This is an optimization exercise on Yosys and OpenROAD, whose aim is small area, a short achievable clock period and few clock cycles per item, not a production implementation.
The RTL was checked by simulation tests, not by an equivalence proof against the original design.
No activity file was given, so power comes from the tool's default toggle rates. No driver is modelled on the clock port, so clocking that relies on it looks cheaper here than on a real chip.

==> flow/design.v <==
package axil_bridge_pkg;
  typedef enum logic [1:0] {
    RESP_OKAY   = 2'b00,
    RESP_EXOKAY = 2'b01,
    RESP_SLVERR = 2'b10,
    RESP_DECERR = 2'b11
  } axi_resp_e;
  typedef enum logic [3:0] {
    IDLE,
    READ_START,
    AR_HANDSHAKE,
    R_HANDSHAKE,
    READ_END,
    WRITE_START,
    AW_HANDSHAKE,
    W_HANDSHAKE,
    WRITE_END
  } bridge_state_e;
endpackage
module mem_word_next (
  input  logic [32-1:0] q,
  input  logic [32-1:0] wsel,      
  input  logic [32-1:0] wsel_n,    
  input  logic [32-1:0] wcol,
  output logic [32-1:0] d
);
  assign d = ~((q | wsel) & (wsel_n | wcol));
endmodule
module row_dec (
  input  logic             lo,        
  input  logic             hi,        
  input  logic             hiw,       
  input  logic             hiw_n,
  input  logic [(32 / 8)-1:0] lob_n,  
  output logic             sel_n,
  output logic             wsel_n,
  output logic [(32 / 8)-1:0] wsel
);
  assign sel_n  = ~(lo & hi);
  assign wsel_n = ~(lo & hiw);
  assign wsel   = ~(lob_n | {(32 / 8){hiw_n}});
endmodule
module rd_sel2n (
  input  logic [32-1:0] sel_n0,
  input  logic [32-1:0] sel_n1,
  input  logic [32-1:0] q0,
  input  logic [32-1:0] q1,
  output logic [32-1:0] y
);
  assign y = ~((q0 | sel_n0) & (q1 | sel_n1));
endmodule
module vnand4 (
  input  logic [32-1:0] a,
  input  logic [32-1:0] b,
  input  logic [32-1:0] c,
  input  logic [32-1:0] d,
  output logic [32-1:0] y
);
  assign y = ~(a & b & c & d);
endmodule
module vnor2 (
  input  logic [32-1:0] a,
  input  logic [32-1:0] b,
  output logic [32-1:0] y
);
  assign y = ~(a | b);
endmodule
`timescale 1ns/1ps
module axil_mem_subsys (
  input  logic                  clk_i,
  input  logic                  rst_ni,
  input  logic                  req_i,
  output logic                  gnt_o,
  output logic                  rvalid_o,
  input  logic                  we_i,
  input  logic [(32 / 8)-1:0]   be_i,
  input  logic [32-1:0]   addr_i,
  input  logic [32-1:0]   wdata_i,
  output logic [32-1:0]   rdata_o,
  output logic                  err_o
);
  localparam int NW  = 256;
  localparam int DW  = 32;
  localparam int BW  = (32 / 8);
  logic [NW*DW-1:0] mem_q;
  logic [NW*DW-1:0] mem_d;
  logic             p_q;
  logic             in_range;
  logic             wr;
  logic [DW-1:0]    wcol;      
  logic [DW-1:0]    rdata_q;
  logic             rvalid_q;
  logic             err_q;
  assign in_range = addr_i[15:10] == '0;
  assign wr       = req_i & we_i & rst_ni & in_range;
  logic [8-1:0]    lo;
  logic [32-1:0]    hi, hiw, hiw_n;
  logic [8*BW-1:0] lob_n;
  always_comb begin
    for (int k = 0; k < 8; k++) begin
      lo[k] = addr_i[4:2] == k[2:0];
      for (int b = 0; b < BW; b++) begin
        lob_n[k*BW+b] = ~(lo[k] & be_i[b]);
      end
    end
    for (int k = 0; k < 32; k++) begin
      hi[k]    = addr_i[9:5] == k[4:0];
      hiw[k]   = hi[k] & wr;
      hiw_n[k] = ~hiw[k];
    end
    for (int i = 0; i < DW; i++) begin
      wcol[i] = be_i[i/8] ? (wdata_i[i] ^ p_q) : 1'b1;
    end
  end
  logic [NW-1:0]    sel_n;     
  logic [NW-1:0]    wsel_n;    
  logic [NW*BW-1:0] wsel;      
  for (genvar r = 0; r < NW; r++) begin : g_word
    row_dec u_dec (
      .lo     (lo[r%8]),
      .hi     (hi[r/8]),
      .hiw    (hiw[r/8]),
      .hiw_n  (hiw_n[r/8]),
      .lob_n  (lob_n[(r%8)*BW +: BW]),
      .sel_n  (sel_n[r]),
      .wsel_n (wsel_n[r]),
      .wsel   (wsel[r*BW +: BW])
    );
    mem_word_next u_next (
      .q      (mem_q[r*DW +: DW]),
      .wsel   ({{8{wsel[r*BW+3]}}, {8{wsel[r*BW+2]}}, {8{wsel[r*BW+1]}}, {8{wsel[r*BW]}}}),
      .wsel_n ({DW{wsel_n[r]}}),
      .wcol   (wcol),
      .d      (mem_d[r*DW +: DW])
    );
  end
  always_ff @(posedge clk_i) begin
    p_q   <= ~p_q;
    mem_q <= mem_d;
  end
  logic [DW-1:0] rd;
  logic [128*DW-1:0] l1;
  rd_sel2n u_l1_0 (.sel_n0 ({DW{sel_n[0]}}), .sel_n1 ({DW{sel_n[1]}}), .q0 (mem_q[0*DW +: DW]), .q1 (mem_q[1*DW +: DW]), .y (l1[0*DW +: DW]));
  rd_sel2n u_l1_1 (.sel_n0 ({DW{sel_n[2]}}), .sel_n1 ({DW{sel_n[3]}}), .q0 (mem_q[2*DW +: DW]), .q1 (mem_q[3*DW +: DW]), .y (l1[1*DW +: DW]));
  rd_sel2n u_l1_2 (.sel_n0 ({DW{sel_n[4]}}), .sel_n1 ({DW{sel_n[5]}}), .q0 (mem_q[4*DW +: DW]), .q1 (mem_q[5*DW +: DW]), .y (l1[2*DW +: DW]));
  rd_sel2n u_l1_3 (.sel_n0 ({DW{sel_n[6]}}), .sel_n1 ({DW{sel_n[7]}}), .q0 (mem_q[6*DW +: DW]), .q1 (mem_q[7*DW +: DW]), .y (l1[3*DW +: DW]));
  rd_sel2n u_l1_4 (.sel_n0 ({DW{sel_n[8]}}), .sel_n1 ({DW{sel_n[9]}}), .q0 (mem_q[8*DW +: DW]), .q1 (mem_q[9*DW +: DW]), .y (l1[4*DW +: DW]));
  rd_sel2n u_l1_5 (.sel_n0 ({DW{sel_n[10]}}), .sel_n1 ({DW{sel_n[11]}}), .q0 (mem_q[10*DW +: DW]), .q1 (mem_q[11*DW +: DW]), .y (l1[5*DW +: DW]));
  rd_sel2n u_l1_6 (.sel_n0 ({DW{sel_n[12]}}), .sel_n1 ({DW{sel_n[13]}}), .q0 (mem_q[12*DW +: DW]), .q1 (mem_q[13*DW +: DW]), .y (l1[6*DW +: DW]));
  rd_sel2n u_l1_7 (.sel_n0 ({DW{sel_n[14]}}), .sel_n1 ({DW{sel_n[15]}}), .q0 (mem_q[14*DW +: DW]), .q1 (mem_q[15*DW +: DW]), .y (l1[7*DW +: DW]));
  rd_sel2n u_l1_8 (.sel_n0 ({DW{sel_n[16]}}), .sel_n1 ({DW{sel_n[17]}}), .q0 (mem_q[16*DW +: DW]), .q1 (mem_q[17*DW +: DW]), .y (l1[8*DW +: DW]));
  rd_sel2n u_l1_9 (.sel_n0 ({DW{sel_n[18]}}), .sel_n1 ({DW{sel_n[19]}}), .q0 (mem_q[18*DW +: DW]), .q1 (mem_q[19*DW +: DW]), .y (l1[9*DW +: DW]));
  rd_sel2n u_l1_10 (.sel_n0 ({DW{sel_n[20]}}), .sel_n1 ({DW{sel_n[21]}}), .q0 (mem_q[20*DW +: DW]), .q1 (mem_q[21*DW +: DW]), .y (l1[10*DW +: DW]));
  rd_sel2n u_l1_11 (.sel_n0 ({DW{sel_n[22]}}), .sel_n1 ({DW{sel_n[23]}}), .q0 (mem_q[22*DW +: DW]), .q1 (mem_q[23*DW +: DW]), .y (l1[11*DW +: DW]));
  rd_sel2n u_l1_12 (.sel_n0 ({DW{sel_n[24]}}), .sel_n1 ({DW{sel_n[25]}}), .q0 (mem_q[24*DW +: DW]), .q1 (mem_q[25*DW +: DW]), .y (l1[12*DW +: DW]));
  rd_sel2n u_l1_13 (.sel_n0 ({DW{sel_n[26]}}), .sel_n1 ({DW{sel_n[27]}}), .q0 (mem_q[26*DW +: DW]), .q1 (mem_q[27*DW +: DW]), .y (l1[13*DW +: DW]));
  rd_sel2n u_l1_14 (.sel_n0 ({DW{sel_n[28]}}), .sel_n1 ({DW{sel_n[29]}}), .q0 (mem_q[28*DW +: DW]), .q1 (mem_q[29*DW +: DW]), .y (l1[14*DW +: DW]));
  rd_sel2n u_l1_15 (.sel_n0 ({DW{sel_n[30]}}), .sel_n1 ({DW{sel_n[31]}}), .q0 (mem_q[30*DW +: DW]), .q1 (mem_q[31*DW +: DW]), .y (l1[15*DW +: DW]));
  rd_sel2n u_l1_16 (.sel_n0 ({DW{sel_n[32]}}), .sel_n1 ({DW{sel_n[33]}}), .q0 (mem_q[32*DW +: DW]), .q1 (mem_q[33*DW +: DW]), .y (l1[16*DW +: DW]));
  rd_sel2n u_l1_17 (.sel_n0 ({DW{sel_n[34]}}), .sel_n1 ({DW{sel_n[35]}}), .q0 (mem_q[34*DW +: DW]), .q1 (mem_q[35*DW +: DW]), .y (l1[17*DW +: DW]));
  rd_sel2n u_l1_18 (.sel_n0 ({DW{sel_n[36]}}), .sel_n1 ({DW{sel_n[37]}}), .q0 (mem_q[36*DW +: DW]), .q1 (mem_q[37*DW +: DW]), .y (l1[18*DW +: DW]));
  rd_sel2n u_l1_19 (.sel_n0 ({DW{sel_n[38]}}), .sel_n1 ({DW{sel_n[39]}}), .q0 (mem_q[38*DW +: DW]), .q1 (mem_q[39*DW +: DW]), .y (l1[19*DW +: DW]));
  rd_sel2n u_l1_20 (.sel_n0 ({DW{sel_n[40]}}), .sel_n1 ({DW{sel_n[41]}}), .q0 (mem_q[40*DW +: DW]), .q1 (mem_q[41*DW +: DW]), .y (l1[20*DW +: DW]));
  rd_sel2n u_l1_21 (.sel_n0 ({DW{sel_n[42]}}), .sel_n1 ({DW{sel_n[43]}}), .q0 (mem_q[42*DW +: DW]), .q1 (mem_q[43*DW +: DW]), .y (l1[21*DW +: DW]));
  rd_sel2n u_l1_22 (.sel_n0 ({DW{sel_n[44]}}), .sel_n1 ({DW{sel_n[45]}}), .q0 (mem_q[44*DW +: DW]), .q1 (mem_q[45*DW +: DW]), .y (l1[22*DW +: DW]));
  rd_sel2n u_l1_23 (.sel_n0 ({DW{sel_n[46]}}), .sel_n1 ({DW{sel_n[47]}}), .q0 (mem_q[46*DW +: DW]), .q1 (mem_q[47*DW +: DW]), .y (l1[23*DW +: DW]));
  rd_sel2n u_l1_24 (.sel_n0 ({DW{sel_n[48]}}), .sel_n1 ({DW{sel_n[49]}}), .q0 (mem_q[48*DW +: DW]), .q1 (mem_q[49*DW +: DW]), .y (l1[24*DW +: DW]));
  rd_sel2n u_l1_25 (.sel_n0 ({DW{sel_n[50]}}), .sel_n1 ({DW{sel_n[51]}}), .q0 (mem_q[50*DW +: DW]), .q1 (mem_q[51*DW +: DW]), .y (l1[25*DW +: DW]));
  rd_sel2n u_l1_26 (.sel_n0 ({DW{sel_n[52]}}), .sel_n1 ({DW{sel_n[53]}}), .q0 (mem_q[52*DW +: DW]), .q1 (mem_q[53*DW +: DW]), .y (l1[26*DW +: DW]));
  rd_sel2n u_l1_27 (.sel_n0 ({DW{sel_n[54]}}), .sel_n1 ({DW{sel_n[55]}}), .q0 (mem_q[54*DW +: DW]), .q1 (mem_q[55*DW +: DW]), .y (l1[27*DW +: DW]));
  rd_sel2n u_l1_28 (.sel_n0 ({DW{sel_n[56]}}), .sel_n1 ({DW{sel_n[57]}}), .q0 (mem_q[56*DW +: DW]), .q1 (mem_q[57*DW +: DW]), .y (l1[28*DW +: DW]));
  rd_sel2n u_l1_29 (.sel_n0 ({DW{sel_n[58]}}), .sel_n1 ({DW{sel_n[59]}}), .q0 (mem_q[58*DW +: DW]), .q1 (mem_q[59*DW +: DW]), .y (l1[29*DW +: DW]));
  rd_sel2n u_l1_30 (.sel_n0 ({DW{sel_n[60]}}), .sel_n1 ({DW{sel_n[61]}}), .q0 (mem_q[60*DW +: DW]), .q1 (mem_q[61*DW +: DW]), .y (l1[30*DW +: DW]));
  rd_sel2n u_l1_31 (.sel_n0 ({DW{sel_n[62]}}), .sel_n1 ({DW{sel_n[63]}}), .q0 (mem_q[62*DW +: DW]), .q1 (mem_q[63*DW +: DW]), .y (l1[31*DW +: DW]));
  rd_sel2n u_l1_32 (.sel_n0 ({DW{sel_n[64]}}), .sel_n1 ({DW{sel_n[65]}}), .q0 (mem_q[64*DW +: DW]), .q1 (mem_q[65*DW +: DW]), .y (l1[32*DW +: DW]));
  rd_sel2n u_l1_33 (.sel_n0 ({DW{sel_n[66]}}), .sel_n1 ({DW{sel_n[67]}}), .q0 (mem_q[66*DW +: DW]), .q1 (mem_q[67*DW +: DW]), .y (l1[33*DW +: DW]));
  rd_sel2n u_l1_34 (.sel_n0 ({DW{sel_n[68]}}), .sel_n1 ({DW{sel_n[69]}}), .q0 (mem_q[68*DW +: DW]), .q1 (mem_q[69*DW +: DW]), .y (l1[34*DW +: DW]));
  rd_sel2n u_l1_35 (.sel_n0 ({DW{sel_n[70]}}), .sel_n1 ({DW{sel_n[71]}}), .q0 (mem_q[70*DW +: DW]), .q1 (mem_q[71*DW +: DW]), .y (l1[35*DW +: DW]));
  rd_sel2n u_l1_36 (.sel_n0 ({DW{sel_n[72]}}), .sel_n1 ({DW{sel_n[73]}}), .q0 (mem_q[72*DW +: DW]), .q1 (mem_q[73*DW +: DW]), .y (l1[36*DW +: DW]));
  rd_sel2n u_l1_37 (.sel_n0 ({DW{sel_n[74]}}), .sel_n1 ({DW{sel_n[75]}}), .q0 (mem_q[74*DW +: DW]), .q1 (mem_q[75*DW +: DW]), .y (l1[37*DW +: DW]));
  rd_sel2n u_l1_38 (.sel_n0 ({DW{sel_n[76]}}), .sel_n1 ({DW{sel_n[77]}}), .q0 (mem_q[76*DW +: DW]), .q1 (mem_q[77*DW +: DW]), .y (l1[38*DW +: DW]));
  rd_sel2n u_l1_39 (.sel_n0 ({DW{sel_n[78]}}), .sel_n1 ({DW{sel_n[79]}}), .q0 (mem_q[78*DW +: DW]), .q1 (mem_q[79*DW +: DW]), .y (l1[39*DW +: DW]));
  rd_sel2n u_l1_40 (.sel_n0 ({DW{sel_n[80]}}), .sel_n1 ({DW{sel_n[81]}}), .q0 (mem_q[80*DW +: DW]), .q1 (mem_q[81*DW +: DW]), .y (l1[40*DW +: DW]));
  rd_sel2n u_l1_41 (.sel_n0 ({DW{sel_n[82]}}), .sel_n1 ({DW{sel_n[83]}}), .q0 (mem_q[82*DW +: DW]), .q1 (mem_q[83*DW +: DW]), .y (l1[41*DW +: DW]));
  rd_sel2n u_l1_42 (.sel_n0 ({DW{sel_n[84]}}), .sel_n1 ({DW{sel_n[85]}}), .q0 (mem_q[84*DW +: DW]), .q1 (mem_q[85*DW +: DW]), .y (l1[42*DW +: DW]));
  rd_sel2n u_l1_43 (.sel_n0 ({DW{sel_n[86]}}), .sel_n1 ({DW{sel_n[87]}}), .q0 (mem_q[86*DW +: DW]), .q1 (mem_q[87*DW +: DW]), .y (l1[43*DW +: DW]));
  rd_sel2n u_l1_44 (.sel_n0 ({DW{sel_n[88]}}), .sel_n1 ({DW{sel_n[89]}}), .q0 (mem_q[88*DW +: DW]), .q1 (mem_q[89*DW +: DW]), .y (l1[44*DW +: DW]));
  rd_sel2n u_l1_45 (.sel_n0 ({DW{sel_n[90]}}), .sel_n1 ({DW{sel_n[91]}}), .q0 (mem_q[90*DW +: DW]), .q1 (mem_q[91*DW +: DW]), .y (l1[45*DW +: DW]));
  rd_sel2n u_l1_46 (.sel_n0 ({DW{sel_n[92]}}), .sel_n1 ({DW{sel_n[93]}}), .q0 (mem_q[92*DW +: DW]), .q1 (mem_q[93*DW +: DW]), .y (l1[46*DW +: DW]));
  rd_sel2n u_l1_47 (.sel_n0 ({DW{sel_n[94]}}), .sel_n1 ({DW{sel_n[95]}}), .q0 (mem_q[94*DW +: DW]), .q1 (mem_q[95*DW +: DW]), .y (l1[47*DW +: DW]));
  rd_sel2n u_l1_48 (.sel_n0 ({DW{sel_n[96]}}), .sel_n1 ({DW{sel_n[97]}}), .q0 (mem_q[96*DW +: DW]), .q1 (mem_q[97*DW +: DW]), .y (l1[48*DW +: DW]));
  rd_sel2n u_l1_49 (.sel_n0 ({DW{sel_n[98]}}), .sel_n1 ({DW{sel_n[99]}}), .q0 (mem_q[98*DW +: DW]), .q1 (mem_q[99*DW +: DW]), .y (l1[49*DW +: DW]));
  rd_sel2n u_l1_50 (.sel_n0 ({DW{sel_n[100]}}), .sel_n1 ({DW{sel_n[101]}}), .q0 (mem_q[100*DW +: DW]), .q1 (mem_q[101*DW +: DW]), .y (l1[50*DW +: DW]));
  rd_sel2n u_l1_51 (.sel_n0 ({DW{sel_n[102]}}), .sel_n1 ({DW{sel_n[103]}}), .q0 (mem_q[102*DW +: DW]), .q1 (mem_q[103*DW +: DW]), .y (l1[51*DW +: DW]));
  rd_sel2n u_l1_52 (.sel_n0 ({DW{sel_n[104]}}), .sel_n1 ({DW{sel_n[105]}}), .q0 (mem_q[104*DW +: DW]), .q1 (mem_q[105*DW +: DW]), .y (l1[52*DW +: DW]));
  rd_sel2n u_l1_53 (.sel_n0 ({DW{sel_n[106]}}), .sel_n1 ({DW{sel_n[107]}}), .q0 (mem_q[106*DW +: DW]), .q1 (mem_q[107*DW +: DW]), .y (l1[53*DW +: DW]));
  rd_sel2n u_l1_54 (.sel_n0 ({DW{sel_n[108]}}), .sel_n1 ({DW{sel_n[109]}}), .q0 (mem_q[108*DW +: DW]), .q1 (mem_q[109*DW +: DW]), .y (l1[54*DW +: DW]));
  rd_sel2n u_l1_55 (.sel_n0 ({DW{sel_n[110]}}), .sel_n1 ({DW{sel_n[111]}}), .q0 (mem_q[110*DW +: DW]), .q1 (mem_q[111*DW +: DW]), .y (l1[55*DW +: DW]));
  rd_sel2n u_l1_56 (.sel_n0 ({DW{sel_n[112]}}), .sel_n1 ({DW{sel_n[113]}}), .q0 (mem_q[112*DW +: DW]), .q1 (mem_q[113*DW +: DW]), .y (l1[56*DW +: DW]));
  rd_sel2n u_l1_57 (.sel_n0 ({DW{sel_n[114]}}), .sel_n1 ({DW{sel_n[115]}}), .q0 (mem_q[114*DW +: DW]), .q1 (mem_q[115*DW +: DW]), .y (l1[57*DW +: DW]));
  rd_sel2n u_l1_58 (.sel_n0 ({DW{sel_n[116]}}), .sel_n1 ({DW{sel_n[117]}}), .q0 (mem_q[116*DW +: DW]), .q1 (mem_q[117*DW +: DW]), .y (l1[58*DW +: DW]));
  rd_sel2n u_l1_59 (.sel_n0 ({DW{sel_n[118]}}), .sel_n1 ({DW{sel_n[119]}}), .q0 (mem_q[118*DW +: DW]), .q1 (mem_q[119*DW +: DW]), .y (l1[59*DW +: DW]));
  rd_sel2n u_l1_60 (.sel_n0 ({DW{sel_n[120]}}), .sel_n1 ({DW{sel_n[121]}}), .q0 (mem_q[120*DW +: DW]), .q1 (mem_q[121*DW +: DW]), .y (l1[60*DW +: DW]));
  rd_sel2n u_l1_61 (.sel_n0 ({DW{sel_n[122]}}), .sel_n1 ({DW{sel_n[123]}}), .q0 (mem_q[122*DW +: DW]), .q1 (mem_q[123*DW +: DW]), .y (l1[61*DW +: DW]));
  rd_sel2n u_l1_62 (.sel_n0 ({DW{sel_n[124]}}), .sel_n1 ({DW{sel_n[125]}}), .q0 (mem_q[124*DW +: DW]), .q1 (mem_q[125*DW +: DW]), .y (l1[62*DW +: DW]));
  rd_sel2n u_l1_63 (.sel_n0 ({DW{sel_n[126]}}), .sel_n1 ({DW{sel_n[127]}}), .q0 (mem_q[126*DW +: DW]), .q1 (mem_q[127*DW +: DW]), .y (l1[63*DW +: DW]));
  rd_sel2n u_l1_64 (.sel_n0 ({DW{sel_n[128]}}), .sel_n1 ({DW{sel_n[129]}}), .q0 (mem_q[128*DW +: DW]), .q1 (mem_q[129*DW +: DW]), .y (l1[64*DW +: DW]));
  rd_sel2n u_l1_65 (.sel_n0 ({DW{sel_n[130]}}), .sel_n1 ({DW{sel_n[131]}}), .q0 (mem_q[130*DW +: DW]), .q1 (mem_q[131*DW +: DW]), .y (l1[65*DW +: DW]));
  rd_sel2n u_l1_66 (.sel_n0 ({DW{sel_n[132]}}), .sel_n1 ({DW{sel_n[133]}}), .q0 (mem_q[132*DW +: DW]), .q1 (mem_q[133*DW +: DW]), .y (l1[66*DW +: DW]));
  rd_sel2n u_l1_67 (.sel_n0 ({DW{sel_n[134]}}), .sel_n1 ({DW{sel_n[135]}}), .q0 (mem_q[134*DW +: DW]), .q1 (mem_q[135*DW +: DW]), .y (l1[67*DW +: DW]));
  rd_sel2n u_l1_68 (.sel_n0 ({DW{sel_n[136]}}), .sel_n1 ({DW{sel_n[137]}}), .q0 (mem_q[136*DW +: DW]), .q1 (mem_q[137*DW +: DW]), .y (l1[68*DW +: DW]));
  rd_sel2n u_l1_69 (.sel_n0 ({DW{sel_n[138]}}), .sel_n1 ({DW{sel_n[139]}}), .q0 (mem_q[138*DW +: DW]), .q1 (mem_q[139*DW +: DW]), .y (l1[69*DW +: DW]));
  rd_sel2n u_l1_70 (.sel_n0 ({DW{sel_n[140]}}), .sel_n1 ({DW{sel_n[141]}}), .q0 (mem_q[140*DW +: DW]), .q1 (mem_q[141*DW +: DW]), .y (l1[70*DW +: DW]));
  rd_sel2n u_l1_71 (.sel_n0 ({DW{sel_n[142]}}), .sel_n1 ({DW{sel_n[143]}}), .q0 (mem_q[142*DW +: DW]), .q1 (mem_q[143*DW +: DW]), .y (l1[71*DW +: DW]));
  rd_sel2n u_l1_72 (.sel_n0 ({DW{sel_n[144]}}), .sel_n1 ({DW{sel_n[145]}}), .q0 (mem_q[144*DW +: DW]), .q1 (mem_q[145*DW +: DW]), .y (l1[72*DW +: DW]));
  rd_sel2n u_l1_73 (.sel_n0 ({DW{sel_n[146]}}), .sel_n1 ({DW{sel_n[147]}}), .q0 (mem_q[146*DW +: DW]), .q1 (mem_q[147*DW +: DW]), .y (l1[73*DW +: DW]));
  rd_sel2n u_l1_74 (.sel_n0 ({DW{sel_n[148]}}), .sel_n1 ({DW{sel_n[149]}}), .q0 (mem_q[148*DW +: DW]), .q1 (mem_q[149*DW +: DW]), .y (l1[74*DW +: DW]));
  rd_sel2n u_l1_75 (.sel_n0 ({DW{sel_n[150]}}), .sel_n1 ({DW{sel_n[151]}}), .q0 (mem_q[150*DW +: DW]), .q1 (mem_q[151*DW +: DW]), .y (l1[75*DW +: DW]));
  rd_sel2n u_l1_76 (.sel_n0 ({DW{sel_n[152]}}), .sel_n1 ({DW{sel_n[153]}}), .q0 (mem_q[152*DW +: DW]), .q1 (mem_q[153*DW +: DW]), .y (l1[76*DW +: DW]));
  rd_sel2n u_l1_77 (.sel_n0 ({DW{sel_n[154]}}), .sel_n1 ({DW{sel_n[155]}}), .q0 (mem_q[154*DW +: DW]), .q1 (mem_q[155*DW +: DW]), .y (l1[77*DW +: DW]));
  rd_sel2n u_l1_78 (.sel_n0 ({DW{sel_n[156]}}), .sel_n1 ({DW{sel_n[157]}}), .q0 (mem_q[156*DW +: DW]), .q1 (mem_q[157*DW +: DW]), .y (l1[78*DW +: DW]));
  rd_sel2n u_l1_79 (.sel_n0 ({DW{sel_n[158]}}), .sel_n1 ({DW{sel_n[159]}}), .q0 (mem_q[158*DW +: DW]), .q1 (mem_q[159*DW +: DW]), .y (l1[79*DW +: DW]));
  rd_sel2n u_l1_80 (.sel_n0 ({DW{sel_n[160]}}), .sel_n1 ({DW{sel_n[161]}}), .q0 (mem_q[160*DW +: DW]), .q1 (mem_q[161*DW +: DW]), .y (l1[80*DW +: DW]));
  rd_sel2n u_l1_81 (.sel_n0 ({DW{sel_n[162]}}), .sel_n1 ({DW{sel_n[163]}}), .q0 (mem_q[162*DW +: DW]), .q1 (mem_q[163*DW +: DW]), .y (l1[81*DW +: DW]));
  rd_sel2n u_l1_82 (.sel_n0 ({DW{sel_n[164]}}), .sel_n1 ({DW{sel_n[165]}}), .q0 (mem_q[164*DW +: DW]), .q1 (mem_q[165*DW +: DW]), .y (l1[82*DW +: DW]));
  rd_sel2n u_l1_83 (.sel_n0 ({DW{sel_n[166]}}), .sel_n1 ({DW{sel_n[167]}}), .q0 (mem_q[166*DW +: DW]), .q1 (mem_q[167*DW +: DW]), .y (l1[83*DW +: DW]));
  rd_sel2n u_l1_84 (.sel_n0 ({DW{sel_n[168]}}), .sel_n1 ({DW{sel_n[169]}}), .q0 (mem_q[168*DW +: DW]), .q1 (mem_q[169*DW +: DW]), .y (l1[84*DW +: DW]));
  rd_sel2n u_l1_85 (.sel_n0 ({DW{sel_n[170]}}), .sel_n1 ({DW{sel_n[171]}}), .q0 (mem_q[170*DW +: DW]), .q1 (mem_q[171*DW +: DW]), .y (l1[85*DW +: DW]));
  rd_sel2n u_l1_86 (.sel_n0 ({DW{sel_n[172]}}), .sel_n1 ({DW{sel_n[173]}}), .q0 (mem_q[172*DW +: DW]), .q1 (mem_q[173*DW +: DW]), .y (l1[86*DW +: DW]));
  rd_sel2n u_l1_87 (.sel_n0 ({DW{sel_n[174]}}), .sel_n1 ({DW{sel_n[175]}}), .q0 (mem_q[174*DW +: DW]), .q1 (mem_q[175*DW +: DW]), .y (l1[87*DW +: DW]));
  rd_sel2n u_l1_88 (.sel_n0 ({DW{sel_n[176]}}), .sel_n1 ({DW{sel_n[177]}}), .q0 (mem_q[176*DW +: DW]), .q1 (mem_q[177*DW +: DW]), .y (l1[88*DW +: DW]));
  rd_sel2n u_l1_89 (.sel_n0 ({DW{sel_n[178]}}), .sel_n1 ({DW{sel_n[179]}}), .q0 (mem_q[178*DW +: DW]), .q1 (mem_q[179*DW +: DW]), .y (l1[89*DW +: DW]));
  rd_sel2n u_l1_90 (.sel_n0 ({DW{sel_n[180]}}), .sel_n1 ({DW{sel_n[181]}}), .q0 (mem_q[180*DW +: DW]), .q1 (mem_q[181*DW +: DW]), .y (l1[90*DW +: DW]));
  rd_sel2n u_l1_91 (.sel_n0 ({DW{sel_n[182]}}), .sel_n1 ({DW{sel_n[183]}}), .q0 (mem_q[182*DW +: DW]), .q1 (mem_q[183*DW +: DW]), .y (l1[91*DW +: DW]));
  rd_sel2n u_l1_92 (.sel_n0 ({DW{sel_n[184]}}), .sel_n1 ({DW{sel_n[185]}}), .q0 (mem_q[184*DW +: DW]), .q1 (mem_q[185*DW +: DW]), .y (l1[92*DW +: DW]));
  rd_sel2n u_l1_93 (.sel_n0 ({DW{sel_n[186]}}), .sel_n1 ({DW{sel_n[187]}}), .q0 (mem_q[186*DW +: DW]), .q1 (mem_q[187*DW +: DW]), .y (l1[93*DW +: DW]));
  rd_sel2n u_l1_94 (.sel_n0 ({DW{sel_n[188]}}), .sel_n1 ({DW{sel_n[189]}}), .q0 (mem_q[188*DW +: DW]), .q1 (mem_q[189*DW +: DW]), .y (l1[94*DW +: DW]));
  rd_sel2n u_l1_95 (.sel_n0 ({DW{sel_n[190]}}), .sel_n1 ({DW{sel_n[191]}}), .q0 (mem_q[190*DW +: DW]), .q1 (mem_q[191*DW +: DW]), .y (l1[95*DW +: DW]));
  rd_sel2n u_l1_96 (.sel_n0 ({DW{sel_n[192]}}), .sel_n1 ({DW{sel_n[193]}}), .q0 (mem_q[192*DW +: DW]), .q1 (mem_q[193*DW +: DW]), .y (l1[96*DW +: DW]));
  rd_sel2n u_l1_97 (.sel_n0 ({DW{sel_n[194]}}), .sel_n1 ({DW{sel_n[195]}}), .q0 (mem_q[194*DW +: DW]), .q1 (mem_q[195*DW +: DW]), .y (l1[97*DW +: DW]));
  rd_sel2n u_l1_98 (.sel_n0 ({DW{sel_n[196]}}), .sel_n1 ({DW{sel_n[197]}}), .q0 (mem_q[196*DW +: DW]), .q1 (mem_q[197*DW +: DW]), .y (l1[98*DW +: DW]));
  rd_sel2n u_l1_99 (.sel_n0 ({DW{sel_n[198]}}), .sel_n1 ({DW{sel_n[199]}}), .q0 (mem_q[198*DW +: DW]), .q1 (mem_q[199*DW +: DW]), .y (l1[99*DW +: DW]));
  rd_sel2n u_l1_100 (.sel_n0 ({DW{sel_n[200]}}), .sel_n1 ({DW{sel_n[201]}}), .q0 (mem_q[200*DW +: DW]), .q1 (mem_q[201*DW +: DW]), .y (l1[100*DW +: DW]));
  rd_sel2n u_l1_101 (.sel_n0 ({DW{sel_n[202]}}), .sel_n1 ({DW{sel_n[203]}}), .q0 (mem_q[202*DW +: DW]), .q1 (mem_q[203*DW +: DW]), .y (l1[101*DW +: DW]));
  rd_sel2n u_l1_102 (.sel_n0 ({DW{sel_n[204]}}), .sel_n1 ({DW{sel_n[205]}}), .q0 (mem_q[204*DW +: DW]), .q1 (mem_q[205*DW +: DW]), .y (l1[102*DW +: DW]));
  rd_sel2n u_l1_103 (.sel_n0 ({DW{sel_n[206]}}), .sel_n1 ({DW{sel_n[207]}}), .q0 (mem_q[206*DW +: DW]), .q1 (mem_q[207*DW +: DW]), .y (l1[103*DW +: DW]));
  rd_sel2n u_l1_104 (.sel_n0 ({DW{sel_n[208]}}), .sel_n1 ({DW{sel_n[209]}}), .q0 (mem_q[208*DW +: DW]), .q1 (mem_q[209*DW +: DW]), .y (l1[104*DW +: DW]));
  rd_sel2n u_l1_105 (.sel_n0 ({DW{sel_n[210]}}), .sel_n1 ({DW{sel_n[211]}}), .q0 (mem_q[210*DW +: DW]), .q1 (mem_q[211*DW +: DW]), .y (l1[105*DW +: DW]));
  rd_sel2n u_l1_106 (.sel_n0 ({DW{sel_n[212]}}), .sel_n1 ({DW{sel_n[213]}}), .q0 (mem_q[212*DW +: DW]), .q1 (mem_q[213*DW +: DW]), .y (l1[106*DW +: DW]));
  rd_sel2n u_l1_107 (.sel_n0 ({DW{sel_n[214]}}), .sel_n1 ({DW{sel_n[215]}}), .q0 (mem_q[214*DW +: DW]), .q1 (mem_q[215*DW +: DW]), .y (l1[107*DW +: DW]));
  rd_sel2n u_l1_108 (.sel_n0 ({DW{sel_n[216]}}), .sel_n1 ({DW{sel_n[217]}}), .q0 (mem_q[216*DW +: DW]), .q1 (mem_q[217*DW +: DW]), .y (l1[108*DW +: DW]));
  rd_sel2n u_l1_109 (.sel_n0 ({DW{sel_n[218]}}), .sel_n1 ({DW{sel_n[219]}}), .q0 (mem_q[218*DW +: DW]), .q1 (mem_q[219*DW +: DW]), .y (l1[109*DW +: DW]));
  rd_sel2n u_l1_110 (.sel_n0 ({DW{sel_n[220]}}), .sel_n1 ({DW{sel_n[221]}}), .q0 (mem_q[220*DW +: DW]), .q1 (mem_q[221*DW +: DW]), .y (l1[110*DW +: DW]));
  rd_sel2n u_l1_111 (.sel_n0 ({DW{sel_n[222]}}), .sel_n1 ({DW{sel_n[223]}}), .q0 (mem_q[222*DW +: DW]), .q1 (mem_q[223*DW +: DW]), .y (l1[111*DW +: DW]));
  rd_sel2n u_l1_112 (.sel_n0 ({DW{sel_n[224]}}), .sel_n1 ({DW{sel_n[225]}}), .q0 (mem_q[224*DW +: DW]), .q1 (mem_q[225*DW +: DW]), .y (l1[112*DW +: DW]));
  rd_sel2n u_l1_113 (.sel_n0 ({DW{sel_n[226]}}), .sel_n1 ({DW{sel_n[227]}}), .q0 (mem_q[226*DW +: DW]), .q1 (mem_q[227*DW +: DW]), .y (l1[113*DW +: DW]));
  rd_sel2n u_l1_114 (.sel_n0 ({DW{sel_n[228]}}), .sel_n1 ({DW{sel_n[229]}}), .q0 (mem_q[228*DW +: DW]), .q1 (mem_q[229*DW +: DW]), .y (l1[114*DW +: DW]));
  rd_sel2n u_l1_115 (.sel_n0 ({DW{sel_n[230]}}), .sel_n1 ({DW{sel_n[231]}}), .q0 (mem_q[230*DW +: DW]), .q1 (mem_q[231*DW +: DW]), .y (l1[115*DW +: DW]));
  rd_sel2n u_l1_116 (.sel_n0 ({DW{sel_n[232]}}), .sel_n1 ({DW{sel_n[233]}}), .q0 (mem_q[232*DW +: DW]), .q1 (mem_q[233*DW +: DW]), .y (l1[116*DW +: DW]));
  rd_sel2n u_l1_117 (.sel_n0 ({DW{sel_n[234]}}), .sel_n1 ({DW{sel_n[235]}}), .q0 (mem_q[234*DW +: DW]), .q1 (mem_q[235*DW +: DW]), .y (l1[117*DW +: DW]));
  rd_sel2n u_l1_118 (.sel_n0 ({DW{sel_n[236]}}), .sel_n1 ({DW{sel_n[237]}}), .q0 (mem_q[236*DW +: DW]), .q1 (mem_q[237*DW +: DW]), .y (l1[118*DW +: DW]));
  rd_sel2n u_l1_119 (.sel_n0 ({DW{sel_n[238]}}), .sel_n1 ({DW{sel_n[239]}}), .q0 (mem_q[238*DW +: DW]), .q1 (mem_q[239*DW +: DW]), .y (l1[119*DW +: DW]));
  rd_sel2n u_l1_120 (.sel_n0 ({DW{sel_n[240]}}), .sel_n1 ({DW{sel_n[241]}}), .q0 (mem_q[240*DW +: DW]), .q1 (mem_q[241*DW +: DW]), .y (l1[120*DW +: DW]));
  rd_sel2n u_l1_121 (.sel_n0 ({DW{sel_n[242]}}), .sel_n1 ({DW{sel_n[243]}}), .q0 (mem_q[242*DW +: DW]), .q1 (mem_q[243*DW +: DW]), .y (l1[121*DW +: DW]));
  rd_sel2n u_l1_122 (.sel_n0 ({DW{sel_n[244]}}), .sel_n1 ({DW{sel_n[245]}}), .q0 (mem_q[244*DW +: DW]), .q1 (mem_q[245*DW +: DW]), .y (l1[122*DW +: DW]));
  rd_sel2n u_l1_123 (.sel_n0 ({DW{sel_n[246]}}), .sel_n1 ({DW{sel_n[247]}}), .q0 (mem_q[246*DW +: DW]), .q1 (mem_q[247*DW +: DW]), .y (l1[123*DW +: DW]));
  rd_sel2n u_l1_124 (.sel_n0 ({DW{sel_n[248]}}), .sel_n1 ({DW{sel_n[249]}}), .q0 (mem_q[248*DW +: DW]), .q1 (mem_q[249*DW +: DW]), .y (l1[124*DW +: DW]));
  rd_sel2n u_l1_125 (.sel_n0 ({DW{sel_n[250]}}), .sel_n1 ({DW{sel_n[251]}}), .q0 (mem_q[250*DW +: DW]), .q1 (mem_q[251*DW +: DW]), .y (l1[125*DW +: DW]));
  rd_sel2n u_l1_126 (.sel_n0 ({DW{sel_n[252]}}), .sel_n1 ({DW{sel_n[253]}}), .q0 (mem_q[252*DW +: DW]), .q1 (mem_q[253*DW +: DW]), .y (l1[126*DW +: DW]));
  rd_sel2n u_l1_127 (.sel_n0 ({DW{sel_n[254]}}), .sel_n1 ({DW{sel_n[255]}}), .q0 (mem_q[254*DW +: DW]), .q1 (mem_q[255*DW +: DW]), .y (l1[127*DW +: DW]));
  logic [64*DW-1:0] t2;
  vnor2 u_t2_0 (.a (l1[0*DW +: DW]), .b (l1[1*DW +: DW]), .y (t2[0*DW +: DW]));
  vnor2 u_t2_1 (.a (l1[2*DW +: DW]), .b (l1[3*DW +: DW]), .y (t2[1*DW +: DW]));
  vnor2 u_t2_2 (.a (l1[4*DW +: DW]), .b (l1[5*DW +: DW]), .y (t2[2*DW +: DW]));
  vnor2 u_t2_3 (.a (l1[6*DW +: DW]), .b (l1[7*DW +: DW]), .y (t2[3*DW +: DW]));
  vnor2 u_t2_4 (.a (l1[8*DW +: DW]), .b (l1[9*DW +: DW]), .y (t2[4*DW +: DW]));
  vnor2 u_t2_5 (.a (l1[10*DW +: DW]), .b (l1[11*DW +: DW]), .y (t2[5*DW +: DW]));
  vnor2 u_t2_6 (.a (l1[12*DW +: DW]), .b (l1[13*DW +: DW]), .y (t2[6*DW +: DW]));
  vnor2 u_t2_7 (.a (l1[14*DW +: DW]), .b (l1[15*DW +: DW]), .y (t2[7*DW +: DW]));
  vnor2 u_t2_8 (.a (l1[16*DW +: DW]), .b (l1[17*DW +: DW]), .y (t2[8*DW +: DW]));
  vnor2 u_t2_9 (.a (l1[18*DW +: DW]), .b (l1[19*DW +: DW]), .y (t2[9*DW +: DW]));
  vnor2 u_t2_10 (.a (l1[20*DW +: DW]), .b (l1[21*DW +: DW]), .y (t2[10*DW +: DW]));
  vnor2 u_t2_11 (.a (l1[22*DW +: DW]), .b (l1[23*DW +: DW]), .y (t2[11*DW +: DW]));
  vnor2 u_t2_12 (.a (l1[24*DW +: DW]), .b (l1[25*DW +: DW]), .y (t2[12*DW +: DW]));
  vnor2 u_t2_13 (.a (l1[26*DW +: DW]), .b (l1[27*DW +: DW]), .y (t2[13*DW +: DW]));
  vnor2 u_t2_14 (.a (l1[28*DW +: DW]), .b (l1[29*DW +: DW]), .y (t2[14*DW +: DW]));
  vnor2 u_t2_15 (.a (l1[30*DW +: DW]), .b (l1[31*DW +: DW]), .y (t2[15*DW +: DW]));
  vnor2 u_t2_16 (.a (l1[32*DW +: DW]), .b (l1[33*DW +: DW]), .y (t2[16*DW +: DW]));
  vnor2 u_t2_17 (.a (l1[34*DW +: DW]), .b (l1[35*DW +: DW]), .y (t2[17*DW +: DW]));
  vnor2 u_t2_18 (.a (l1[36*DW +: DW]), .b (l1[37*DW +: DW]), .y (t2[18*DW +: DW]));
  vnor2 u_t2_19 (.a (l1[38*DW +: DW]), .b (l1[39*DW +: DW]), .y (t2[19*DW +: DW]));
  vnor2 u_t2_20 (.a (l1[40*DW +: DW]), .b (l1[41*DW +: DW]), .y (t2[20*DW +: DW]));
  vnor2 u_t2_21 (.a (l1[42*DW +: DW]), .b (l1[43*DW +: DW]), .y (t2[21*DW +: DW]));
  vnor2 u_t2_22 (.a (l1[44*DW +: DW]), .b (l1[45*DW +: DW]), .y (t2[22*DW +: DW]));
  vnor2 u_t2_23 (.a (l1[46*DW +: DW]), .b (l1[47*DW +: DW]), .y (t2[23*DW +: DW]));
  vnor2 u_t2_24 (.a (l1[48*DW +: DW]), .b (l1[49*DW +: DW]), .y (t2[24*DW +: DW]));
  vnor2 u_t2_25 (.a (l1[50*DW +: DW]), .b (l1[51*DW +: DW]), .y (t2[25*DW +: DW]));
  vnor2 u_t2_26 (.a (l1[52*DW +: DW]), .b (l1[53*DW +: DW]), .y (t2[26*DW +: DW]));
  vnor2 u_t2_27 (.a (l1[54*DW +: DW]), .b (l1[55*DW +: DW]), .y (t2[27*DW +: DW]));
  vnor2 u_t2_28 (.a (l1[56*DW +: DW]), .b (l1[57*DW +: DW]), .y (t2[28*DW +: DW]));
  vnor2 u_t2_29 (.a (l1[58*DW +: DW]), .b (l1[59*DW +: DW]), .y (t2[29*DW +: DW]));
  vnor2 u_t2_30 (.a (l1[60*DW +: DW]), .b (l1[61*DW +: DW]), .y (t2[30*DW +: DW]));
  vnor2 u_t2_31 (.a (l1[62*DW +: DW]), .b (l1[63*DW +: DW]), .y (t2[31*DW +: DW]));
  vnor2 u_t2_32 (.a (l1[64*DW +: DW]), .b (l1[65*DW +: DW]), .y (t2[32*DW +: DW]));
  vnor2 u_t2_33 (.a (l1[66*DW +: DW]), .b (l1[67*DW +: DW]), .y (t2[33*DW +: DW]));
  vnor2 u_t2_34 (.a (l1[68*DW +: DW]), .b (l1[69*DW +: DW]), .y (t2[34*DW +: DW]));
  vnor2 u_t2_35 (.a (l1[70*DW +: DW]), .b (l1[71*DW +: DW]), .y (t2[35*DW +: DW]));
  vnor2 u_t2_36 (.a (l1[72*DW +: DW]), .b (l1[73*DW +: DW]), .y (t2[36*DW +: DW]));
  vnor2 u_t2_37 (.a (l1[74*DW +: DW]), .b (l1[75*DW +: DW]), .y (t2[37*DW +: DW]));
  vnor2 u_t2_38 (.a (l1[76*DW +: DW]), .b (l1[77*DW +: DW]), .y (t2[38*DW +: DW]));
  vnor2 u_t2_39 (.a (l1[78*DW +: DW]), .b (l1[79*DW +: DW]), .y (t2[39*DW +: DW]));
  vnor2 u_t2_40 (.a (l1[80*DW +: DW]), .b (l1[81*DW +: DW]), .y (t2[40*DW +: DW]));
  vnor2 u_t2_41 (.a (l1[82*DW +: DW]), .b (l1[83*DW +: DW]), .y (t2[41*DW +: DW]));
  vnor2 u_t2_42 (.a (l1[84*DW +: DW]), .b (l1[85*DW +: DW]), .y (t2[42*DW +: DW]));
  vnor2 u_t2_43 (.a (l1[86*DW +: DW]), .b (l1[87*DW +: DW]), .y (t2[43*DW +: DW]));
  vnor2 u_t2_44 (.a (l1[88*DW +: DW]), .b (l1[89*DW +: DW]), .y (t2[44*DW +: DW]));
  vnor2 u_t2_45 (.a (l1[90*DW +: DW]), .b (l1[91*DW +: DW]), .y (t2[45*DW +: DW]));
  vnor2 u_t2_46 (.a (l1[92*DW +: DW]), .b (l1[93*DW +: DW]), .y (t2[46*DW +: DW]));
  vnor2 u_t2_47 (.a (l1[94*DW +: DW]), .b (l1[95*DW +: DW]), .y (t2[47*DW +: DW]));
  vnor2 u_t2_48 (.a (l1[96*DW +: DW]), .b (l1[97*DW +: DW]), .y (t2[48*DW +: DW]));
  vnor2 u_t2_49 (.a (l1[98*DW +: DW]), .b (l1[99*DW +: DW]), .y (t2[49*DW +: DW]));
  vnor2 u_t2_50 (.a (l1[100*DW +: DW]), .b (l1[101*DW +: DW]), .y (t2[50*DW +: DW]));
  vnor2 u_t2_51 (.a (l1[102*DW +: DW]), .b (l1[103*DW +: DW]), .y (t2[51*DW +: DW]));
  vnor2 u_t2_52 (.a (l1[104*DW +: DW]), .b (l1[105*DW +: DW]), .y (t2[52*DW +: DW]));
  vnor2 u_t2_53 (.a (l1[106*DW +: DW]), .b (l1[107*DW +: DW]), .y (t2[53*DW +: DW]));
  vnor2 u_t2_54 (.a (l1[108*DW +: DW]), .b (l1[109*DW +: DW]), .y (t2[54*DW +: DW]));
  vnor2 u_t2_55 (.a (l1[110*DW +: DW]), .b (l1[111*DW +: DW]), .y (t2[55*DW +: DW]));
  vnor2 u_t2_56 (.a (l1[112*DW +: DW]), .b (l1[113*DW +: DW]), .y (t2[56*DW +: DW]));
  vnor2 u_t2_57 (.a (l1[114*DW +: DW]), .b (l1[115*DW +: DW]), .y (t2[57*DW +: DW]));
  vnor2 u_t2_58 (.a (l1[116*DW +: DW]), .b (l1[117*DW +: DW]), .y (t2[58*DW +: DW]));
  vnor2 u_t2_59 (.a (l1[118*DW +: DW]), .b (l1[119*DW +: DW]), .y (t2[59*DW +: DW]));
  vnor2 u_t2_60 (.a (l1[120*DW +: DW]), .b (l1[121*DW +: DW]), .y (t2[60*DW +: DW]));
  vnor2 u_t2_61 (.a (l1[122*DW +: DW]), .b (l1[123*DW +: DW]), .y (t2[61*DW +: DW]));
  vnor2 u_t2_62 (.a (l1[124*DW +: DW]), .b (l1[125*DW +: DW]), .y (t2[62*DW +: DW]));
  vnor2 u_t2_63 (.a (l1[126*DW +: DW]), .b (l1[127*DW +: DW]), .y (t2[63*DW +: DW]));
  logic [16*DW-1:0] t3;
  vnand4 u_t3_0 (.a (t2[0*DW +: DW]), .b (t2[1*DW +: DW]), .c (t2[2*DW +: DW]), .d (t2[3*DW +: DW]), .y (t3[0*DW +: DW]));
  vnand4 u_t3_1 (.a (t2[4*DW +: DW]), .b (t2[5*DW +: DW]), .c (t2[6*DW +: DW]), .d (t2[7*DW +: DW]), .y (t3[1*DW +: DW]));
  vnand4 u_t3_2 (.a (t2[8*DW +: DW]), .b (t2[9*DW +: DW]), .c (t2[10*DW +: DW]), .d (t2[11*DW +: DW]), .y (t3[2*DW +: DW]));
  vnand4 u_t3_3 (.a (t2[12*DW +: DW]), .b (t2[13*DW +: DW]), .c (t2[14*DW +: DW]), .d (t2[15*DW +: DW]), .y (t3[3*DW +: DW]));
  vnand4 u_t3_4 (.a (t2[16*DW +: DW]), .b (t2[17*DW +: DW]), .c (t2[18*DW +: DW]), .d (t2[19*DW +: DW]), .y (t3[4*DW +: DW]));
  vnand4 u_t3_5 (.a (t2[20*DW +: DW]), .b (t2[21*DW +: DW]), .c (t2[22*DW +: DW]), .d (t2[23*DW +: DW]), .y (t3[5*DW +: DW]));
  vnand4 u_t3_6 (.a (t2[24*DW +: DW]), .b (t2[25*DW +: DW]), .c (t2[26*DW +: DW]), .d (t2[27*DW +: DW]), .y (t3[6*DW +: DW]));
  vnand4 u_t3_7 (.a (t2[28*DW +: DW]), .b (t2[29*DW +: DW]), .c (t2[30*DW +: DW]), .d (t2[31*DW +: DW]), .y (t3[7*DW +: DW]));
  vnand4 u_t3_8 (.a (t2[32*DW +: DW]), .b (t2[33*DW +: DW]), .c (t2[34*DW +: DW]), .d (t2[35*DW +: DW]), .y (t3[8*DW +: DW]));
  vnand4 u_t3_9 (.a (t2[36*DW +: DW]), .b (t2[37*DW +: DW]), .c (t2[38*DW +: DW]), .d (t2[39*DW +: DW]), .y (t3[9*DW +: DW]));
  vnand4 u_t3_10 (.a (t2[40*DW +: DW]), .b (t2[41*DW +: DW]), .c (t2[42*DW +: DW]), .d (t2[43*DW +: DW]), .y (t3[10*DW +: DW]));
  vnand4 u_t3_11 (.a (t2[44*DW +: DW]), .b (t2[45*DW +: DW]), .c (t2[46*DW +: DW]), .d (t2[47*DW +: DW]), .y (t3[11*DW +: DW]));
  vnand4 u_t3_12 (.a (t2[48*DW +: DW]), .b (t2[49*DW +: DW]), .c (t2[50*DW +: DW]), .d (t2[51*DW +: DW]), .y (t3[12*DW +: DW]));
  vnand4 u_t3_13 (.a (t2[52*DW +: DW]), .b (t2[53*DW +: DW]), .c (t2[54*DW +: DW]), .d (t2[55*DW +: DW]), .y (t3[13*DW +: DW]));
  vnand4 u_t3_14 (.a (t2[56*DW +: DW]), .b (t2[57*DW +: DW]), .c (t2[58*DW +: DW]), .d (t2[59*DW +: DW]), .y (t3[14*DW +: DW]));
  vnand4 u_t3_15 (.a (t2[60*DW +: DW]), .b (t2[61*DW +: DW]), .c (t2[62*DW +: DW]), .d (t2[63*DW +: DW]), .y (t3[15*DW +: DW]));
  logic [8*DW-1:0] t4;
  vnor2 u_t4_0 (.a (t3[0*DW +: DW]), .b (t3[1*DW +: DW]), .y (t4[0*DW +: DW]));
  vnor2 u_t4_1 (.a (t3[2*DW +: DW]), .b (t3[3*DW +: DW]), .y (t4[1*DW +: DW]));
  vnor2 u_t4_2 (.a (t3[4*DW +: DW]), .b (t3[5*DW +: DW]), .y (t4[2*DW +: DW]));
  vnor2 u_t4_3 (.a (t3[6*DW +: DW]), .b (t3[7*DW +: DW]), .y (t4[3*DW +: DW]));
  vnor2 u_t4_4 (.a (t3[8*DW +: DW]), .b (t3[9*DW +: DW]), .y (t4[4*DW +: DW]));
  vnor2 u_t4_5 (.a (t3[10*DW +: DW]), .b (t3[11*DW +: DW]), .y (t4[5*DW +: DW]));
  vnor2 u_t4_6 (.a (t3[12*DW +: DW]), .b (t3[13*DW +: DW]), .y (t4[6*DW +: DW]));
  vnor2 u_t4_7 (.a (t3[14*DW +: DW]), .b (t3[15*DW +: DW]), .y (t4[7*DW +: DW]));
  logic [2*DW-1:0] t5;
  vnand4 u_t5_0 (.a (t4[0*DW +: DW]), .b (t4[1*DW +: DW]), .c (t4[2*DW +: DW]), .d (t4[3*DW +: DW]), .y (t5[0*DW +: DW]));
  vnand4 u_t5_1 (.a (t4[4*DW +: DW]), .b (t4[5*DW +: DW]), .c (t4[6*DW +: DW]), .d (t4[7*DW +: DW]), .y (t5[1*DW +: DW]));
  logic [1*DW-1:0] t6;
  vnor2 u_t6_0 (.a (t5[0*DW +: DW]), .b (t5[1*DW +: DW]), .y (t6[0*DW +: DW]));
  assign rd = ~t6[0*DW +: DW];
  always_ff @(posedge clk_i) begin
    rdata_q <= in_range ? (rd ^ {DW{~p_q}}) : '0;
  end
  always_ff @(posedge clk_i) begin
    if (!rst_ni) begin
      rvalid_q <= 1'b0;
      err_q    <= 1'b0;
    end else begin
      rvalid_q <= req_i;
      err_q    <= req_i & ~in_range;
    end
  end
  assign gnt_o    = req_i;
  assign rvalid_o = rvalid_q;
  assign err_o    = err_q;
  assign rdata_o  = rdata_q;
endmodule
==> flow/flow/run.sh <==
#!/bin/bash
# The standard layout (standard.sh) with a few ORFS variables changed:
# - REMOVE_ABC_BUFFERS=1: the floorplan step removes synthesis buffers instead
#   of repairing timing before placement, when the high-fanout nets have no
#   buffers yet and every path looks slow;
# - the port buffers are buf_4 (the buf family can be resized for timing);
# - CTS without dummy loads, with larger sink clusters;
# - more rounds of antenna repair after detailed routing.
# Each tool's output goes to run.log in the work folder; ORFS keeps a log per
# step under orfs/logs.
set -euo pipefail
cd "$(dirname "$0")/.."
bash standard.sh \
  REMOVE_ABC_BUFFERS=1 \
  "BUFFER_PORTS_ARGS=-buffer_cell sky130_fd_sc_hd__buf_4" \
  "CTS_ARGS=-sink_clustering_enable -repair_clock_nets -dont_use_dummy_load -sink_clustering_size 30 -sink_clustering_max_diameter 80" \
  MAX_REPAIR_ANTENNAS_ITER_DRT=12 \
  finish > run.log 2>&1
==> flow/standard.sh <==
#!/bin/bash
# synth_recipe.tcl (not shown) runs the flow's synth.tcl, then flattens the netlist and writes it again
# the make line also repeats each setting of config.mk as NAME=value (left out here)
make -C /OpenROAD-flow-scripts/flow DESIGN_CONFIG=/design/flow/config.mk WORK_HOME=/design/flow/orfs CLKGATE_MAP_FILE= SYNTH_SCRIPT=/design/flow/synth_recipe.tcl "${@:-finish}"
==> flow/config.mk <==
export PLATFORM = sky130hd
export DESIGN_NAME = axil_mem_subsys
export DESIGN_NICKNAME = axil_mem_subsys
export VERILOG_FILES = /design/flow/design.v
export SDC_FILE = /design/flow/constraint.sdc
export NUM_CORES = 8
export LEC_CHECK = 0
export CAP_MARGIN = 20
export CORE_MARGIN = 2
export CORE_UTILIZATION = 60
export SETUP_SLACK_MARGIN = 4.5
export SLEW_MARGIN = 20
export SYNTH_HIERARCHICAL = 1
==> flow/constraint.sdc <==
create_clock -name core_clock -period 8.0 [get_ports {clk_i}]
set_input_delay 1.6000 -clock core_clock [delete_from_list [all_inputs] [get_ports {clk_i}]]
set_output_delay 1.6000 -clock core_clock [all_outputs]
set_load 0.01 [all_outputs]
==> results of run 1 <==
==> metal layers <==
metal	vias up	global-route usage
met2	18600	0.653
met4	48	0.431
li1	106000	-
met3	3946	0.160
met5	-	0.00184
met1	123000	0.616
==> cells by family (layout without fill, tap and decap cells) <==
family                 Yosys count  after routing  share of synthesized area
XOR/XNOR                        64             64                    0.00214
AO/OA/AOI/OAI                12300          12300                      0.294
other                            0             60                          0
flip-flops                    8227           8227                      0.629
AND/OR/NAND/NOR               4698           4716                     0.0738
buffers and inverters           46           1385                   0.000746
==> layout by cell type, fill, tap and decap left out, types with 6 or more instances in the layout <==
| cell type | Yosys | layout |
|---|---|---|
| buf_16 | 0 | 22 |
| nand2_4 | 0 | 144 |
| dfxtp_1 | 8227 | 8209 |
| buf_8 | 0 | 33 |
| nor4_1 | 16 | 7 |
| nor2_2 | 0 | 675 |
| nor2_1 | 3418 | 2441 |
| o22ai_2 | 0 | 25 |
| nand4_1 | 590 | 590 |
| nor3_4 | 0 | 10 |
| dfxtp_2 | 0 | 17 |
| buf_4 | 1 | 809 |
| nor2_4 | 0 | 302 |
| nand2_1 | 595 | 295 |
| xnor2_1 | 64 | 64 |
| o22ai_4 | 0 | 14 |
| nand2_2 | 0 | 84 |
| buf_6 | 0 | 95 |
| clkbuf_16 | 0 | 319 |
| diode_2 | 0 | 60 |
| nand2_8 | 0 | 90 |
| o22ai_1 | 12300 | 12200 |
| or3_1 | 17 | 15 |
| nor3_2 | 0 | 8 |
| nor3_1 | 27 | 9 |
| buf_12 | 0 | 104 |
| nor4_2 | 0 | 6 |
==> power by group through the flow <==
stage / Sequential (mW) / Clock [mW] / Combinational [mW]
6_report: 41.0 / 19.7 / 3.33
5_1_grt: 41.0 / 20.9 / 3.16
4_1_cts: 41.0 / 19.5 / 2.98
3_5_place_dp: 41.9 / 0 / 2.78
3_3_place_gp: 41.9 / 0 / 2.76
2_1_floorplan: 41.9 / 0 / 1.13
==> path summary, 6_finish.rpt <==
| path | end | depth (start not counted) | start | slack (ns) |
|---|---|---|---|---|
| min reg2reg | mem_q[2269]$_DFF_P_ | 1 | mem_q[2269]$_DFF_P_ | 0.45 |
| min | mem_q[2269]$_DFF_P_ | 1 | mem_q[2269]$_DFF_P_ | 0.45 |
| max | rdata_q[13]$_SDFF_PP0_ | 16 | addr_i[8] | 3.50 |
| max reg2reg | mem_q[1283]$_DFF_P_ | 6 | p_q$_DFF_P_ | 4.50 |
==> final cells by class <==
cell class	count	area, sq um	area share
sequential	8227	165000	0.559
timing repair buffer	1067	10400	0.0354
multi-input combinational	17100	104000	0.354
clock buffer	316	7910	0.0268
tap	5734	7170	0.0243
inverter	2	8.76	0.0000297
antenna	60	150	0.000510
==> Yosys stat by module (local to each module, per instance) <==
module | area, sq um | times used | flip-flops and latches | cells inside
vnor2 | 120 | 73 | 0 | 32
row_dec | 22.5 | 256 | 0 | 6
axil_mem_subsys | 167000 | 1 | 8227 | 8587
mem_word_next | 200 | 256 | 0 | 32
rd_sel2n | 200 | 128 | 0 | 32
vnand4 | 200 | 18 | 0 | 32
==> worst max-delay path: cells and delay by family <==
family / cells / cell delay (ns)
compound gates: 1 / 0.08
xor+xnor: 1 / 0.14
buf+inv: 5 / 0.74
simple gates: 9 / 2.83
==> repair_timing <==
action                                  4_1_cts  5_1_grt
resized for setup                          1654      423
cloned                                       21       15
endpoints found under the setup margin     7386     4814
pin swaps                                   301      179
buffers inserted                             95       75
==> through the flow <==
stage	std cells	instance area [sq um]	utilization	hold slack, ns
floorplan	25300	261000	-	0.422
global placement	31900	276000	0.637	0.429
detailed placement	31900	277000	0.637	0.438
CTS	32300	292000	0.673	0.447
global route	32400	295000	0.678	0.458
finish	32500	295000	0.679	0.447
==> registers in the layout, indices dropped and copies added (netlist names) <==
| name | flops |
|---|---|
| p_q | 1 |
| rvalid_q | 1 |
| rdata_q | 32 |
| mem_q | 8192 |
| err_q | 1 |
==> run summary, run 1 <==
Die W=approximately 660 um; ranking of synthesized cells by area=dfxtp_1, o22ai_1, nor2_1; Root Buffer=clkbuf_16; CP peak stage delay=0.68 ns; CTS buffer count=316; first-pass GRT wire length=approximately 1600 mm; mean post-synth cell area=just over 10 sq um; number of synthesized register bits=8227; TritonCTS clock tree=done; Slew Limit Fails=0; sequential area share after synthesis=0.629; global route overflow=0; share of layout cells above drive strength 1=0.104; Crit. End Element=register; # DRC=0; minimum clock period=4.50 ns; final net count=26800; P_leak=112 nW; metal2 WL=452 mm; pre-CTS setup slack=1.42 ns; Vias=around 250k; final count of hold timing violations=0; top layer in use=met5; Clk pwr share=0.307; FMAX=~0.22 GHz; sw power=~15 mW; I/O pin count=107; Sink Count=8227; Synth top area share=0.629; pin count of the biggest net entering global routing=approximately 140; core area=434000 sq um; crit path cell chain=buf_16 > and2b_1 > buf_6 > and3_4 > buf_12 > nand2_8 > buf_12 > buf_4 > o22ai_4 > nor2_4 > nand4_1 > nor2_2 > nand4_1 > nor2_1 > xnor2_1 > nor2_1; final worst slack=roughly 3.5 ns; hpwl dp=slightly above 700 mm; Max clock buf depth=4; Worst-Margin Slew=approximately 1.4 ns; RSZ-0062 raised after global routing=yes; met1 wire length=406 mm; Synth Cell Area=between 200000 and 300000 sq um; DRT iter0 DRCs=~39000; crit path max fanout=8; total chip power=64.0 mW; Initial Utilization=0.603; combinational power share=0.052; # setup viols final=0; synth cell count leaders=o22ai_1, dfxtp_1, nor2_1, nand2_1, nand4_1; Synth async-reset ratio=0; Ys Warns=7; Post-synth EDFFs=0; Worst setup SP type=input port; Worst-path clk slew=0.11 ns; top_reg_cell synth=dfxtp_1; Distinct cells, synth=26; pwr/cell area=roughly 220 nW/um^2; worst clock skew=0.0589 ns; Rel. slew slack=0.0710; internal power=around 49 mW; die area=~440000 sq um; Sum Neg Setup Slack=0 ns; area grow syn2layout=12.6%; Antenna Nets Post-Route=0; Pre-antenna DRT Iters=12; number of global-route vias before repair=227000; Final Routed Wirelength=about 1100 mm; H-tree depth=5; worst min-delay path class=register to register; clk latency of the worst-skew pair=~1.1 ns; Setup CP Type=input port to register; cells after synthesis=between 20000 and 30000; Tcrit/Tclk final=0.562; Synth area leader=dfxtp_1; Site Rows=242; MaxCap Viol Count=0; Filler Cell Count=roughly 35000; sequential share of power=0.640; Slowest cell on crit path=nand4_1; Die Y=~660 um; drt via density=between 7 and 8; GP Congestion=approximately 1.1; PortBufs=88; most frequent cell after synthesis=o22ai_1; hold_buf cts=0; Routed wire per std cell=around 35 um; initial antenna violation count=72; met3 wire len=roughly 160 mm; CP Data Arrival Time=about 5.4 ns; WP data required=~9 ns; outcome=finished clean; Peak VDD IR=between 200 and 250 uV; Net Sw Frac=0.237; GRT Total Usage=0.485
Testbench counts, summed over its fixed seeds: cycles 4,808, accesses 4,800.
==> run 2, diff against run 1 <==
--- a/flow/config.mk
+++ b/flow/config.mk
@@ -5,9 +5,9 @@
 export SDC_FILE = /design/flow/constraint.sdc
 export NUM_CORES = 8
 export LEC_CHECK = 0
-export CAP_MARGIN = 20
+export CAP_MARGIN = 40
 export CORE_MARGIN = 2
 export CORE_UTILIZATION = 60
 export SETUP_SLACK_MARGIN = 4.5
-export SLEW_MARGIN = 20
+export SLEW_MARGIN = 50
 export SYNTH_HIERARCHICAL = 1
==> run 2 against run 1 <==
  * First-iteration DRC count up 1.3%
  * Clock power is essentially flat
  * Wire length up 0.34%
  * Setup slack improved by 0.018 ns
  * Via count about the same
  * Critical endpoint unchanged
==> run summary, run 2 <==
TritonCTS clock tree=done (unchanged); met3 wire len=164 mm (was 158 mm); final count of hold timing violations=0 (unchanged); Tcrit/Tclk final=0.560 (was 0.562); cells after synthesis=25300 (unchanged); pre-CTS setup slack=1.72 ns (was 1.42 ns); worst clock skew=0.0469 ns (was 0.0589 ns); ranking of synthesized cells by area=dfxtp_1, o22ai_1, nor2_1 (unchanged); Crit. End Element=register (unchanged); DRT iter0 DRCs=39100 (was 38500); Setup CP Type=input port to register (unchanged); FF+latch area=165000 sq um (about the same); Slew Limit Fails=0 (unchanged); Final Routed Wirelength=1140 mm (was 1130 mm); Synth top area share=0.629 (unchanged); Antenna Nets Post-Route=0 (unchanged); Synth async-reset ratio=0 (unchanged); Rel. slew slack=0.371 (was 0.0710); number of synthesized register bits=8227 (unchanged); Critical path origin=addr_i[7] (was addr_i[8]); worst r2r src=p_q$_DFF_P_ (unchanged); # DRC=0 (unchanged); P_leak=112 nW (about the same); commonest non-fill, non-tap cell in the layout=o22ai_1 (unchanged); Worst-path clk slew=0.12 ns (was 0.11 ns); outcome=finished clean (unchanged); top layer in use=met5 (unchanged); most frequent cell after synthesis=o22ai_1 (unchanged); CTS buffer count=315 (was 316); Slowest cell on crit path=nand4_1 (unchanged); minimum clock period=4.48 ns (was 4.50 ns); Vias=252000 (about the same); CP peak stage delay=0.69 ns (was 0.68 ns); Max clock buf depth=4 (unchanged); share of layout cells above drive strength 1=0.104 (about the same); clk latency of the worst-skew pair=1.05 ns (about the same); synth cell count leaders=o22ai_1, dfxtp_1, nor2_1, nand2_1, nand4_1 (unchanged); # setup viols final=0 (unchanged); Ys Warns=7 (unchanged); largest registers=mem_q: 8192 flops, rdata_q: 32 flops (unchanged); RSZ-0062 raised after global routing=yes (unchanged); FF-to-FF path depth=6 (unchanged); worst min-delay path class=register to register (unchanged); Root Buffer=clkbuf_16 (unchanged); PortBufs=88 (unchanged); hold wc startpoint=mem_q[5092]$_DFF_P_ (was mem_q[2269]$_DFF_P_); max reg flops=8192 (unchanged); WP data required=8.92 ns (was 8.94 ns); core area=434000 sq um (unchanged); H-tree depth=5 (unchanged); Worst setup SP type=input port (unchanged); pin count of the biggest net entering global routing=107 (was 139); Synth area leader=dfxtp_1 (unchanged); sequential area share after synthesis=0.629 (unchanged); area grow syn2layout=13.3% (was 12.6%); Pre-antenna DRT Iters=9 (was 12); Worst-Margin Slew=0.944 ns (was 1.39 ns); Core Util, Final=0.683 (was 0.679); top_reg_cell synth=dfxtp_1 (unchanged); MaxCap Viol Count=0 (unchanged); final worst slack=3.52 ns (was 3.50 ns); Initial Utilization=0.603 (unchanged); mean post-synth cell area=10.3 sq um (unchanged); Distinct cells, synth=26 (unchanged); GP Congestion=1.06 (unchanged); I/O pin count=107 (unchanged); crit path max fanout=8 (unchanged); Peak VDD IR=216 uV (was 232 uV); most frequent cells in the layout=o22ai_1, dfxtp_1, nor2_1 (unchanged); Site Rows=242 (unchanged); global route overflow=0 (unchanged)
==> run 2: changes by cell type in the layout (fill, tap and decap cells not counted), sizes merged <==
cell / delta
clkbuf: +7
buf: +81
and3: +1
and3b: +1
diode: -1
bufbuf: -1
nand2: +7
==> run 2: layout make-up <==
type / count / area share
Tap cell: 5734 / 0.0242
Timing Repair Buffer: 1155 / 0.0407
Sequential cell: 8227 / 0.556
Antenna cell: 59 / 0.000498
Inverter: 2 / 0.0000296
Clock buffer: 315 / 0.0266
Multi-Input combinational cell: 17100 / 0.352
==> run 2: final timing paths <==
check | slack [ns] | to
hold reg to reg | 0.45 | mem_q[5092]$_DFF_P_
hold / removal | 0.45 | mem_q[5092]$_DFF_P_
setup reg to reg | 4.52 | mem_q[1283]$_DFF_P_
setup / recovery | 3.52 | rdata_q[13]$_SDFF_PP0_
==> run 2: logic make-up (layout without fill, tap and decap cells) <==
kind of cell,after synthesis,after routing,share of synthesized area
compound gates,12300,12300,0.294
flops,8227,8227,0.629
simple gates,4698,4725,0.0738
xor+xnor,64,64,0.00214
buf+inv,46,1472,0.000746
other cells,0,59,0
==> run 2: per-layer routing <==
layer  up-vias  GRT usage
li1     107000          -
met1    123000      0.617
met2     18700      0.649
met3      3845      0.161
met4        52      0.432
met5         -    0.00260
==> run 2: worst max-delay path: cells and delay by family <==
kind                   cells  cell delay [ns]
AND/OR/NAND/NOR            9             2.94
buffers and inverters      4             0.59
XOR/XNOR                   1             0.15
AO/OA/AOI/OAI              1             0.06
==> run 2: modules after synthesis (local to each module, per instance) <==
module,cells,flops+latches
axil_mem_subsys,8587,8227
mem_word_next,32,0
rd_sel2n,32,0
row_dec,6,0
vnand4,32,0
vnor2,32,0
==> run 2: stage by stage <==
stage / hold slack (ns) / cell area (sq um) / std cells / power [mW]
global route: 0.458 / 296000 / 32500 / 65.1
global placement: 0.429 / 276000 / 31900 / 44.7
finish: 0.448 / 296000 / 32600 / 64.0
detailed placement: 0.438 / 279000 / 31900 / 44.8
floorplan: 0.422 / 261000 / 25300 / 43.0
CTS: 0.449 / 292000 / 32300 / 63.5
==> run 2: repair_timing <==
item,4_1_cts,5_1_grt
endpoints found under the setup margin,4958,4650
resized for setup,1143,561
gates cloned,21,18
hold endpoints to repair,0,0
buffers inserted,88,132
pin swaps,211,288
==> run 2: report_power, final <==
part	internal [mW]	switching, mW	leakage (nW)
clock network	7.15	12.5	3.88
registers	40.9	0.0134	75.5
logic	0.733	2.72	32.9

re-timing with driven ports:
The flow's constraints put no driver on any port. The routed layouts listed below were extracted and timed again, unchanged, in two steps. Step 1: set_driving_cell puts a clkbuf_16 on clk_i and a buf_2 on each other input, an assumption about the parent block. Step 2, shift: input delay + t, output delay - t, t = (earliest + latest rising clock arrival at the registers) / 2. This alone moves slack from input paths to output paths. a / b / c = ideal ports / drivers / drivers and shift; a / b = the first two.
run | shift t [ns] | setup slack, ns | worst hold slack (ns) | worst setup path at the end | worst slew at a driven data input, ns
run 1 | 1.144 | 3.502 / 3.402 / 2.258 | 0.447 / 0.447 / 0.447 | input to register | 0.23
run 2 | 1.151 | 3.520 / 3.417 / 2.266 | 0.448 / 0.448 / 0.448 | input to register | 0.25
After both steps setup and hold are still met in every run listed. For run 2, which loses most, drivers alone change the setup slack by -0.103 ns; drivers and shift together by -1.254 ns.
